This is an optimization exercise on Yosys and OpenROAD, whose aim is small area, not a production implementation.
The RTL was checked by simulation tests, not by an equivalence proof against the original design.
No activity file was given, so power comes from the tool's default toggle rates.

==> inputs of run C <==
==> flow/design.v <==
`default_nettype none
package lrb_pkg;
   localparam int NumSections = 6;
   localparam int ByteW       = 8;
   localparam int SecW        = 3;
   localparam int LedW        = 6;
   localparam int RingW       = 40;
   localparam int ShiftBits   = NumSections * ByteW;
   localparam int CntW        = 6;
   localparam logic [3:0] OP_WRITE     = 4'd0;
   localparam logic [3:0] OP_OR        = 4'd1;
   localparam logic [3:0] OP_AND       = 4'd2;
   localparam logic [3:0] OP_LOAD      = 4'd3;
   localparam logic [3:0] OP_SET_LED   = 4'd4;
   localparam logic [3:0] OP_ROTATE    = 4'd5;
   localparam logic [3:0] OP_READ_SEC  = 4'd6;
   localparam logic [3:0] OP_READ_LED  = 4'd7;
   localparam logic [3:0] OP_CLEAR     = 4'd8;
   localparam logic [3:0] OP_REFRESH   = 4'd9;
endpackage
`default_nettype wire
`default_nettype none
module led_ring_buffer_shift_driver_unit (
   input  wire logic                       clock,
   input  wire logic                       reset,
   input  wire logic                       start,
   output logic                            busy,
   input  wire logic [3:0]                 req_op,
   input  wire logic [lrb_pkg::SecW-1:0]   req_section,
   input  wire logic [7:0]                 req_data_byte,
   input  wire logic [lrb_pkg::LedW-1:0]   req_led_number,
   input  wire logic                       req_direction,
   input  wire logic [5:0]                 req_steps,
   input  wire logic                       req_do_refresh,
   input  wire logic [lrb_pkg::RingW-1:0]  req_wheel_bits,
   output logic                            rsp_valid,
   output logic                            rsp_kind,
   output logic                            rsp_serial_bit,
   output logic                            rsp_latch_enable,
   output logic [7:0]                      rsp_read_data,
   output logic                            rsp_last
);
   localparam logic [1:0] ST_IDLE = 2'd0, ST_SHIFT = 2'd1, ST_ASEC = 2'd2, ST_ALED = 2'd3;
   logic [39:0] ring_ff;
   logic [7:0]  sec0_ff;
   logic [2:0]  q_ff;
   logic [5:0]  cnt_ff;
   logic [1:0]  st_ff;
   logic        enable_ff;
   logic        idle, shift, apply, last_bit, phase2;
   logic        op_wr, op_or, op_and, op_load, op_set, op_rot, op_rsec, op_rled, op_clr, op_ref;
   logic        led_op, led_ok, sec_ok, tgt_ring, tgt_sec0, ring_access, top_write, sec0_write;
   logic [2:0]  led_sec, tgt, m, q_next;
   logic [7:0]  keep_b, set_b, mask;
   logic [5:0]  amt;
   logic [39:0] r0, r1, r2, r3, r4, r5, r6;
   logic        tap_bit;
   logic        zl, ld;
   logic [7:0]  kk, ss;
   always_comb begin
      idle     = (st_ff == ST_IDLE);
      shift    = (st_ff == ST_SHIFT);
      apply    = idle & start;
      last_bit = (cnt_ff == 6'd47);
      phase2   = cnt_ff[5] & cnt_ff[3];    
      op_wr   = (req_op == 4'd0);
      op_or   = (req_op == 4'd1);
      op_and  = (req_op == 4'd2);
      op_load = (req_op == 4'd3);
      op_set  = (req_op == 4'd4);
      op_rot  = (req_op == 4'd5);
      op_rsec = (req_op == 4'd6);
      op_rled = (req_op == 4'd7);
      op_clr  = (req_op == 4'd8);
      op_ref  = (req_op == 4'd9);
      case (req_led_number[5:3])
         3'd0:    led_sec = 3'd3;
         3'd1:    led_sec = 3'd2;
         3'd2:    led_sec = 3'd1;
         3'd3:    led_sec = 3'd5;
         3'd4:    led_sec = 3'd4;
         default: led_sec = 3'd0;
      endcase
      led_ok = (req_led_number < 6'd40);
      sec_ok = (req_section < 3'd6);
      mask   = 8'h80 >> req_led_number[2:0];
      led_op   = op_set | op_rled;
      tgt      = led_op ? led_sec : req_section;
      tgt_ring = led_op ? led_ok : (sec_ok && req_section != 3'd0);
      tgt_sec0 = !led_op && (req_section == 3'd0);
      ring_access = apply & tgt_ring & (op_wr | op_or | op_and | op_set | op_rsec | op_rled);
      top_write   = apply & ~reset & tgt_ring & (op_wr | op_or | op_and | op_set);
      sec0_write  = apply & tgt_sec0 & (op_wr | op_or | op_and);
      keep_b = op_or ? 8'hFF : op_and ? req_data_byte : op_set ? ~mask : 8'h00;
      set_b  = (op_wr | op_or) ? req_data_byte :
               (op_set & (req_data_byte != 8'h00)) ? mask : 8'h00;
      m = 3'((4'd5 - {1'b0, tgt} + {1'b0, q_ff}) % 4'd5);
      q_next = (tgt == 3'd5) ? 3'd0 : tgt;
      if (apply && op_rot)
         amt = req_direction ? req_steps : (req_steps <= 6'd40) ? 6'd40 - req_steps : 6'd16 - req_steps;
      else if (ring_access)
         amt = {m, 3'd0};
      else if (shift && !phase2)
         amt = 6'd1;
      else
         amt = 6'd0;
      zl = reset | (apply & (op_clr | op_load));
      ld = apply & op_load & ~reset;
      r0 = ring_ff;
      for (int i = 0; i < 40; i++)
         r1[i] = (amt[0] & ~zl & r0[(i + 40 - 1) % 40]) | (~amt[0] & ~zl & r0[i]) |
                 (ld & req_wheel_bits[i]);
      for (int i = 0; i < 40; i++) r2[i] = amt[1] ? r1[(i + 40 - 2)  % 40] : r1[i];
      for (int i = 0; i < 40; i++) r3[i] = amt[2] ? r2[(i + 40 - 4)  % 40] : r2[i];
      for (int i = 0; i < 40; i++) r4[i] = amt[3] ? r3[(i + 40 - 8)  % 40] : r3[i];
      for (int i = 0; i < 40; i++) r5[i] = amt[4] ? r4[(i + 40 - 16) % 40] : r4[i];
      kk = top_write ? keep_b : 8'hFF;
      ss = top_write ? set_b : 8'h00;
      for (int i = 0; i < 32; i++) r6[i] = amt[5] ? r5[i + 8] : r5[i];
      for (int i = 32; i < 40; i++)
         r6[i] = (amt[5] & kk[i-32] & r5[i - 32]) | (~amt[5] & kk[i-32] & r5[i]) | ss[i-32];
      case (q_ff)
         3'd0:    tap_bit = ring_ff[39];
         3'd1:    tap_bit = ring_ff[31];
         3'd2:    tap_bit = ring_ff[23];
         3'd3:    tap_bit = ring_ff[15];
         default: tap_bit = ring_ff[7];
      endcase
   end
   always_ff @(posedge clock) begin
      ring_ff <= r6;
      if (reset || (apply && op_clr))
         sec0_ff <= '0;
      else if (sec0_write)
         sec0_ff <= (sec0_ff & keep_b) | set_b;
      else if (shift)
         sec0_ff <= {sec0_ff[6:0], sec0_ff[7]};
      if (reset || (apply && op_load))
         q_ff <= 3'd0;
      else if (ring_access)
         q_ff <= q_next;
   end
   always_ff @(posedge clock) begin
      if (apply) begin
         if (op_rsec)
            cnt_ff <= {1'b0, tgt_sec0, !tgt_ring && !tgt_sec0, 3'd0};
         else if (op_rled)
            cnt_ff <= {2'b00, !led_ok, req_led_number[2:0]};
         else
            cnt_ff <= 6'd0;
      end else begin
         cnt_ff <= cnt_ff + 6'd1;
      end
   end
   always_ff @(posedge clock) begin
      if (reset) begin
         st_ff     <= ST_IDLE;
         enable_ff <= 1'b0;
      end else begin
         if (shift & last_bit) enable_ff <= 1'b1;
         if (apply) begin
            if (op_rsec)
               st_ff <= ST_ASEC;
            else if (op_rled)
               st_ff <= ST_ALED;
            else if (op_load | op_clr | op_ref |
                     ((op_wr | op_or | op_and | op_set | op_rot) & req_do_refresh))
               st_ff <= ST_SHIFT;
         end else if (!shift | last_bit) begin
            st_ff <= ST_IDLE;
         end
      end
   end
   logic [7:0] top;
   always_comb begin
      top              = ring_ff[39:32];
      busy             = !idle;
      rsp_valid        = !idle;
      rsp_kind         = st_ff[1];
      rsp_serial_bit   = shift & (phase2 ? sec0_ff[7] : tap_bit);
      rsp_latch_enable = shift ? last_bit : enable_ff;
      rsp_last         = st_ff[1] | (shift & last_bit);
      if (st_ff == ST_ASEC)
         rsp_read_data = cnt_ff[3] ? 8'h00 : cnt_ff[4] ? sec0_ff : top;
      else if (st_ff == ST_ALED)
         rsp_read_data = {7'd0, !cnt_ff[3] & top[3'd7 - cnt_ff[2:0]]};
      else
         rsp_read_data = 8'h00;
   end
endmodule
`default_nettype wire
==> flow/flow/run.sh <==
#!/bin/bash
# Own flow: the standard synthesis; then the combinational logic between
# the registers is mapped again by ABC for area with each recipe in
# flow/area*.abc, keeping every register cell and its name, and the smallest
# netlist is laid out by the standard flow from floorplan to finish.
set -euo pipefail
W=$(pwd)
R=$W/orfs/results/$FLOW_PLATFORM/led_ring_buffer_shift_driver_unit/base
L=$W/orfs/logs/$FLOW_PLATFORM/led_ring_buffer_shift_driver_unit/base
O=$W/orfs/objects/$FLOW_PLATFORM/led_ring_buffer_shift_driver_unit/base

bash standard.sh synth > $W/synth_standard.log 2>&1

LIB=$(ls $FLOW_HOME/platforms/$FLOW_PLATFORM/lib/sky130_fd_sc_hd__tt_025C_1v80.lib)
DU=$(grep -m1 -o -- '-dont_use .* -constr' $L/1_2_yosys.log | sed 's/ -constr$//')
cp $R/1_2_yosys.v $W/standard_1_2_yosys.v

best=""
best_area=""
for script in $W/flow/area*.abc; do
   n=$(basename $script .abc)
   if ! timeout 600 yosys -p "
read_liberty -ignore_miss_func $LIB
read_verilog -overwrite $W/standard_1_2_yosys.v
hierarchy -top $FLOW_TOP
setattr -mod -set keep_hierarchy 1 sky130_fd_sc_hd__df* sky130_fd_sc_hd__edf* sky130_fd_sc_hd__sdf* sky130_fd_sc_hd__dl*
setattr -mod -set keep_hierarchy 1 sky130_fd_sc_hd__conb_1
flatten -noscopeinfo
rename -hide w:*.*
opt_clean
select $FLOW_TOP
abc -script $script -liberty $LIB $DU -constr $O/abc.constr -D 5500
read_liberty -lib -ignore_redef $LIB
setundef -zero
splitnets
opt_clean
hilomap -singleton -hicell sky130_fd_sc_hd__conb_1 HI -locell sky130_fd_sc_hd__conb_1 LO
opt_clean
tee -o $W/remap_${n}_stat.txt stat -liberty $LIB
check -assert -mapped
write_verilog -noattr -nohex -nodec -selected $W/remap_${n}.v
" > $W/remap_${n}_yosys.log 2>&1; then
      echo "$n failed" >> $W/remap_choice.txt
      continue
   fi
   a=$(grep 'Chip area for module' $W/remap_${n}_stat.txt | awk '{print $NF}')
   echo "$n $a" >> $W/remap_choice.txt
   if [[ -z "$best" ]] || awk -v a="$a" -v b="$best_area" 'BEGIN { exit !(a < b) }'; then
      best=$n
      best_area=$a
   fi
done
echo "chosen $best $best_area" >> $W/remap_choice.txt
[[ -n "$best" ]]

cp $W/remap_${best}.v $R/1_2_yosys.v
# No setup repair at floorplan, before the high-fanout nets are buffered:
# that only upsizes their drivers. Timing is repaired after placement.
export REMOVE_ABC_BUFFERS=1
# Port buffers: the smallest buffer instead of the default pick. Clock tree:
# small clock buffers and no dummy loads.
export BUFFER_PORTS_ARGS="-buffer_cell sky130_fd_sc_hd__buf_1"
export CTS_ARGS="-sink_clustering_enable -repair_clock_nets -dont_use_dummy_load -buf_list {sky130_fd_sc_hd__clkbuf_1 sky130_fd_sc_hd__clkbuf_2 sky130_fd_sc_hd__clkbuf_4}"
bash standard.sh finish > $W/layout_standard.log 2>&1
==> flow/flow/area1.abc <==
strash
ifraig
dch
amap
strash
dch
amap
==> flow/flow/area2.abc <==
strash
ifraig
dch
amap
strash
ifraig
dch
amap
==> flow/flow/area4.abc <==
strash
ifraig
&get -n
&st
&if -a -K 3
&st
&put
dch
amap
==> flow/flow/area5.abc <==
strash
dch
amap
strash
ifraig
dch
amap
strash
dch
amap
==> flow/flow/area6.abc <==
strash
ifraig
dch
amap
strash
dch
amap
strash
dch
amap
==> flow/flow/area7.abc <==
strash
ifraig
balance
dch
amap
strash
dch
amap
==> flow/flow/area8.abc <==
strash
ifraig
dch
amap -F 4 -A 6
strash
dch
amap
==> flow/standard.sh <==
#!/bin/bash
# synth_recipe.tcl (not shown) runs the flow's synth.tcl, then flattens the netlist and writes it again
# the make line also repeats each setting of config.mk as NAME=value (left out here)
make -C /OpenROAD-flow-scripts/flow DESIGN_CONFIG=/design/flow/config.mk WORK_HOME=/design/flow/orfs CLKGATE_MAP_FILE= SYNTH_SCRIPT=/design/flow/synth_recipe.tcl "${@:-finish}"
==> flow/config.mk <==
export PLATFORM = sky130hd
export DESIGN_NAME = led_ring_buffer_shift_driver_unit
export DESIGN_NICKNAME = led_ring_buffer_shift_driver_unit
export VERILOG_FILES = /design/flow/design.v
export SDC_FILE = /design/flow/constraint.sdc
export NUM_CORES = 4
export LEC_CHECK = 0
export ABC_AREA = 1
export CAP_MARGIN = 20
export CORE_MARGIN = 2
export CORE_UTILIZATION = 35
export SLEW_MARGIN = 20
==> flow/constraint.sdc <==
create_clock -name core_clock -period 5.5 [get_ports {clock}]
set_input_delay 1.1000 -clock core_clock [delete_from_list [all_inputs] [get_ports {clock}]]
set_output_delay 1.1000 -clock core_clock [all_outputs]
set_load 0.01 [all_outputs]
==> inputs of run G, as changes to run C <==
--- a/flow/design.v
+++ b/flow/design.v
@@ -52,11 +52,10 @@
    logic        led_op, led_ok, sec_ok, tgt_ring, tgt_sec0, ring_access, top_write, sec0_write;
    logic [2:0]  led_sec, tgt, m, q_next;
    logic [7:0]  keep_b, set_b, mask;
-   logic [5:0]  amt;
+   logic [5:0]  s_mod, amt;
    logic [39:0] r0, r1, r2, r3, r4, r5, r6;
    logic        tap_bit;
    logic        zl, ld;
-   logic [7:0]  kk, ss;
    always_comb begin
       idle     = (st_ff == ST_IDLE);
       shift    = (st_ff == ST_SHIFT);
@@ -96,8 +95,9 @@
                (op_set & (req_data_byte != 8'h00)) ? mask : 8'h00;
       m = 3'((4'd5 - {1'b0, tgt} + {1'b0, q_ff}) % 4'd5);
       q_next = (tgt == 3'd5) ? 3'd0 : tgt;
+      s_mod = (req_steps >= 6'd40) ? req_steps - 6'd40 : req_steps;
       if (apply && op_rot)
-         amt = req_direction ? req_steps : (req_steps <= 6'd40) ? 6'd40 - req_steps : 6'd16 - req_steps;
+         amt = req_direction ? s_mod : ((s_mod == 6'd0) ? 6'd0 : 6'd40 - s_mod);
       else if (ring_access)
          amt = {m, 3'd0};
       else if (shift && !phase2)
@@ -114,11 +114,7 @@
       for (int i = 0; i < 40; i++) r3[i] = amt[2] ? r2[(i + 40 - 4)  % 40] : r2[i];
       for (int i = 0; i < 40; i++) r4[i] = amt[3] ? r3[(i + 40 - 8)  % 40] : r3[i];
       for (int i = 0; i < 40; i++) r5[i] = amt[4] ? r4[(i + 40 - 16) % 40] : r4[i];
-      kk = top_write ? keep_b : 8'hFF;
-      ss = top_write ? set_b : 8'h00;
-      for (int i = 0; i < 32; i++) r6[i] = amt[5] ? r5[i + 8] : r5[i];
-      for (int i = 32; i < 40; i++)
-         r6[i] = (amt[5] & kk[i-32] & r5[i - 32]) | (~amt[5] & kk[i-32] & r5[i]) | ss[i-32];
+      for (int i = 0; i < 40; i++) r6[i] = amt[5] ? r5[(i + 40 - 32) % 40] : r5[i];
       case (q_ff)
          3'd0:    tap_bit = ring_ff[39];
          3'd1:    tap_bit = ring_ff[31];
@@ -128,7 +124,10 @@
       endcase
    end
    always_ff @(posedge clock) begin
-      ring_ff <= r6;
+      if (top_write)
+         ring_ff <= {(r6[39:32] & keep_b) | set_b, r6[31:0]};
+      else
+         ring_ff <= r6;
       if (reset || (apply && op_clr))
          sec0_ff <= '0;
       else if (sec0_write)
==> flow/flow/run.sh (replaced) <==
#!/bin/bash
# Own flow: the standard synthesis, then the combinational logic between
# the registers is mapped again by ABC for area (amap), keeping every register
# cell and its name, then the standard layout from floorplan to finish.
set -euo pipefail
W=$(pwd)
R=$W/orfs/results/$FLOW_PLATFORM/led_ring_buffer_shift_driver_unit/base
L=$W/orfs/logs/$FLOW_PLATFORM/led_ring_buffer_shift_driver_unit/base
O=$W/orfs/objects/$FLOW_PLATFORM/led_ring_buffer_shift_driver_unit/base

bash standard.sh synth > $W/synth_standard.log 2>&1

LIB=$(ls $FLOW_HOME/platforms/$FLOW_PLATFORM/lib/sky130_fd_sc_hd__tt_025C_1v80.lib)
DU=$(grep -m1 -o -- '-dont_use .* -constr' $L/1_2_yosys.log | sed 's/ -constr$//')
cp $R/1_2_yosys.v $W/standard_1_2_yosys.v

yosys -p "
read_liberty -ignore_miss_func $LIB
read_verilog -overwrite $W/standard_1_2_yosys.v
hierarchy -top $FLOW_TOP
setattr -mod -set keep_hierarchy 1 sky130_fd_sc_hd__df* sky130_fd_sc_hd__edf* sky130_fd_sc_hd__sdf* sky130_fd_sc_hd__dl*
setattr -mod -set keep_hierarchy 1 sky130_fd_sc_hd__conb_1
flatten -noscopeinfo
rename -hide w:*.*
opt_clean
select $FLOW_TOP
abc -script $W/flow/area.abc -liberty $LIB $DU -constr $O/abc.constr -D 5500
read_liberty -lib -ignore_redef $LIB
setundef -zero
splitnets
opt_clean
hilomap -singleton -hicell sky130_fd_sc_hd__conb_1 HI -locell sky130_fd_sc_hd__conb_1 LO
opt_clean
tee -o $W/remap_stat.txt stat -liberty $LIB
check -assert -mapped
write_verilog -noattr -nohex -nodec -selected $W/remap_1_2_yosys.v
" > $W/remap_yosys.log 2>&1

cp $W/remap_1_2_yosys.v $R/1_2_yosys.v
# Port buffers: the smallest buffer instead of the default pick. Clock tree:
# small clock buffers and no dummy loads.
export BUFFER_PORTS_ARGS="-buffer_cell sky130_fd_sc_hd__buf_1"
export CTS_ARGS="-sink_clustering_enable -repair_clock_nets -dont_use_dummy_load -buf_list {sky130_fd_sc_hd__clkbuf_1 sky130_fd_sc_hd__clkbuf_2 sky130_fd_sc_hd__clkbuf_4}"
bash standard.sh finish > $W/layout_standard.log 2>&1
==> flow/flow/area.abc (new file) <==
strash
ifraig
dch
amap
strash
dch
amap
CORE_UTILIZATION = 45   (was 35)
removed: flow/flow/area1.abc
removed: flow/flow/area2.abc
removed: flow/flow/area4.abc
removed: flow/flow/area5.abc
removed: flow/flow/area6.abc
removed: flow/flow/area7.abc
removed: flow/flow/area8.abc
==> inputs of run F, as changes to run C <==
CORE_UTILIZATION = 50   (was 35)
==> inputs of run Z, as changes to run C <==
--- a/flow/design.v
+++ b/flow/design.v
@@ -56,7 +56,6 @@
    logic [39:0] r0, r1, r2, r3, r4, r5, r6;
    logic        tap_bit;
    logic        zl, ld;
-   logic [7:0]  kk, ss;
    always_comb begin
       idle     = (st_ff == ST_IDLE);
       shift    = (st_ff == ST_SHIFT);
@@ -114,11 +113,7 @@
       for (int i = 0; i < 40; i++) r3[i] = amt[2] ? r2[(i + 40 - 4)  % 40] : r2[i];
       for (int i = 0; i < 40; i++) r4[i] = amt[3] ? r3[(i + 40 - 8)  % 40] : r3[i];
       for (int i = 0; i < 40; i++) r5[i] = amt[4] ? r4[(i + 40 - 16) % 40] : r4[i];
-      kk = top_write ? keep_b : 8'hFF;
-      ss = top_write ? set_b : 8'h00;
-      for (int i = 0; i < 32; i++) r6[i] = amt[5] ? r5[i + 8] : r5[i];
-      for (int i = 32; i < 40; i++)
-         r6[i] = (amt[5] & kk[i-32] & r5[i - 32]) | (~amt[5] & kk[i-32] & r5[i]) | ss[i-32];
+      for (int i = 0; i < 40; i++) r6[i] = amt[5] ? r5[(i + 40 - 32) % 40] : r5[i];
       case (q_ff)
          3'd0:    tap_bit = ring_ff[39];
          3'd1:    tap_bit = ring_ff[31];
@@ -128,7 +123,10 @@
       endcase
    end
    always_ff @(posedge clock) begin
-      ring_ff <= r6;
+      if (top_write)
+         ring_ff <= {(r6[39:32] & keep_b) | set_b, r6[31:0]};
+      else
+         ring_ff <= r6;
       if (reset || (apply && op_clr))
          sec0_ff <= '0;
       else if (sec0_write)
==> flow/flow/run.sh (replaced) <==
#!/bin/bash
# Own flow: the standard synthesis, then the combinational logic between
# the registers is mapped again by ABC for area (amap), keeping every register
# cell and its name, then the standard layout from floorplan to finish.
set -euo pipefail
W=$(pwd)
R=$W/orfs/results/$FLOW_PLATFORM/led_ring_buffer_shift_driver_unit/base
L=$W/orfs/logs/$FLOW_PLATFORM/led_ring_buffer_shift_driver_unit/base
O=$W/orfs/objects/$FLOW_PLATFORM/led_ring_buffer_shift_driver_unit/base

bash standard.sh synth > $W/synth_standard.log 2>&1

LIB=$(ls $FLOW_HOME/platforms/$FLOW_PLATFORM/lib/sky130_fd_sc_hd__tt_025C_1v80.lib)
DU=$(grep -m1 -o -- '-dont_use .* -constr' $L/1_2_yosys.log | sed 's/ -constr$//')
cp $R/1_2_yosys.v $W/standard_1_2_yosys.v

yosys -p "
read_liberty -ignore_miss_func $LIB
read_verilog -overwrite $W/standard_1_2_yosys.v
hierarchy -top $FLOW_TOP
setattr -mod -set keep_hierarchy 1 sky130_fd_sc_hd__df* sky130_fd_sc_hd__edf* sky130_fd_sc_hd__sdf* sky130_fd_sc_hd__dl*
setattr -mod -set keep_hierarchy 1 sky130_fd_sc_hd__conb_1
flatten -noscopeinfo
rename -hide w:*.*
opt_clean
select $FLOW_TOP
abc -script $W/flow/area.abc -liberty $LIB $DU -constr $O/abc.constr -D 5500
read_liberty -lib -ignore_redef $LIB
setundef -zero
splitnets
opt_clean
hilomap -singleton -hicell sky130_fd_sc_hd__conb_1 HI -locell sky130_fd_sc_hd__conb_1 LO
opt_clean
tee -o $W/remap_stat.txt stat -liberty $LIB
check -assert -mapped
write_verilog -noattr -nohex -nodec -selected $W/remap_1_2_yosys.v
" > $W/remap_yosys.log 2>&1

cp $W/remap_1_2_yosys.v $R/1_2_yosys.v
# Port buffers: the smallest buffer instead of the default pick. Clock tree:
# small clock buffers and no dummy loads.
# No setup repair at floorplan, before the high-fanout nets are buffered:
# that only upsizes their drivers. Timing is repaired after placement.
export REMOVE_ABC_BUFFERS=1
export BUFFER_PORTS_ARGS="-buffer_cell sky130_fd_sc_hd__buf_1"
export CTS_ARGS="-sink_clustering_enable -repair_clock_nets -dont_use_dummy_load -buf_list {sky130_fd_sc_hd__clkbuf_1 sky130_fd_sc_hd__clkbuf_2 sky130_fd_sc_hd__clkbuf_4}"
bash standard.sh finish > $W/layout_standard.log 2>&1
==> flow/flow/area.abc (new file) <==
strash
ifraig
dch
amap
strash
dch
amap
CORE_UTILIZATION = 45   (was 35)
removed: flow/flow/area1.abc
removed: flow/flow/area2.abc
removed: flow/flow/area4.abc
removed: flow/flow/area5.abc
removed: flow/flow/area6.abc
removed: flow/flow/area7.abc
removed: flow/flow/area8.abc
==> run summary <==
Worst setup path
• **Crit. path cell count** 29
• **launching element of the worst setup path** req_op[0]
• **origin of the critical flop-to-flop path** st_ff[0]$_SDFFE_PP0P_
• **crit path max fanout** 40
• **delay of the slowest cell on the worst path** 310 ps

Power
• **leak pwr** 1.467 nW
• **power attributed to the clock group** 0.226 mW
• **power drawn by the sequential cells** 0.554 mW
• **biggest power consumer among the groups** sequential cells

Route
• **average via count per standard cell** 7.423
• **routed length on met1** 7326 µm
• **initial detailed-routing violation count** 911
• **DRT Wirelength** 17680 µm
• **via count** 6131
• **Routed met3 length** 1941 µm

Layout
• **final standard cell count with taps included and fillers excluded** 826
• **proportion of cell area spent on the clock network** 0.01292
• **signal buffers share of area** 0.09500
• **share of cells above drive strength 1** 0.05571

Run status
• **status** finished clean

STA
• **final clock skew** 15.21 ps

# the run above: run F

==> run summary <==
Run status
• **status** finished clean

Worst setup path
• **delay of the slowest cell on the worst path** 350 ps
• **crit path max fanout** 40
• **Crit. path cell count** 24

Route
• **routed length on met1** 7667 µm
• **DRT Wirelength** 18570 µm
• **initial detailed-routing violation count** 938
• **average via count per standard cell** 7.113
• **Routed met3 length** 2120 µm

Power
• **power attributed to the clock group** 0.229 mW
• **power drawn by the sequential cells** 0.577 mW
• **leak pwr** 1.551 nW

Layout
• **final standard cell count with taps included and fillers excluded** 885
• **share of cells above drive strength 1** 0.05718
• **signal buffers share of area** 0.09965

STA
• **final clock skew** 26.06 ps

GRT
• **GR Layer Usage met1** 0.4506

# the run above: run Z

==> run summary <==
Power
• **biggest power consumer among the groups** sequential cells
• **leak pwr** 1.487 nW
• **power drawn by the sequential cells** 0.551 mW
• **power attributed to the clock group** 0.233 mW

Worst setup path
• **Crit. path cell count** 27
• **delay of the slowest cell on the worst path** 330 ps
• **launching element of the worst setup path** req_op[0]
• **origin of the critical flop-to-flop path** st_ff[0]$_SDFFE_PP0P_

Layout
• **share of cells above drive strength 1** 0.05972
• **signal buffers share of area** 0.09820
• **layout-stage area growth over the synthesis result** 20.10%

Route
• **Routed met3 length** 1682 µm
• **via count** 6054
• **initial detailed-routing violation count** 816
• **average via count per standard cell** 6.787

STA
• **final clock skew** 33.86 ps

Run status
• **status** finished clean

Placed design
• **worst slack after detailed placement** -38.23 ps

GRT
• **total overflow reported by the global router** 0

# the run above: run C

==> run summary <==
Run status
• **status** finished clean

Power
• **leak pwr** 1.755 nW
• **power drawn by the sequential cells** 0.601 mW

Route
• **routed length on met1** 8604 µm
• **via count** 6806

Worst setup path
• **crit path max fanout** 40
• **launching element of the worst setup path** req_op[2]

Layout
• **proportion of cell area spent on the clock network** 0.01177
• **signal buffers share of area** 0.08461
• **final standard cell count with taps included and fillers excluded** 989

# the run above: run G

==> port drivers added, routing unchanged <==
How much do the figures lean on ideal ports? The routed layouts below were timed once more, with nothing changed but the port constraints.
Step 1, drivers: a clkbuf_16 drives clock and a buf_2 each remaining input, both assumed.
Step 2, shift: input delay + t, output delay - t, t = (earliest + latest rising clock arrival at the registers) / 2. This alone moves slack from input paths to output paths.
Three values: no drivers, after step 1, after step 2; two values: the first two.
run | t (ns) | setup slack, ns | worst setup path after step 2 | pins driven straight from the clock port
run C | 0.463 | 0.528 / 0.541 / 0.078 | input to register | 1
run G | 0.467 | 0.509 / 0.520 / 0.054 | input to register | 1
run F | 0.439 | 0.558 / 0.564 / 0.125 | input to register | 1
run Z | 0.438 | 0.526 / 0.527 / 0.089 | input to register | 1
After both steps setup and hold are still met in every run listed. For run G, which loses most, drivers alone change the setup slack by +0.011 ns; drivers and shift together by -0.455 ns.
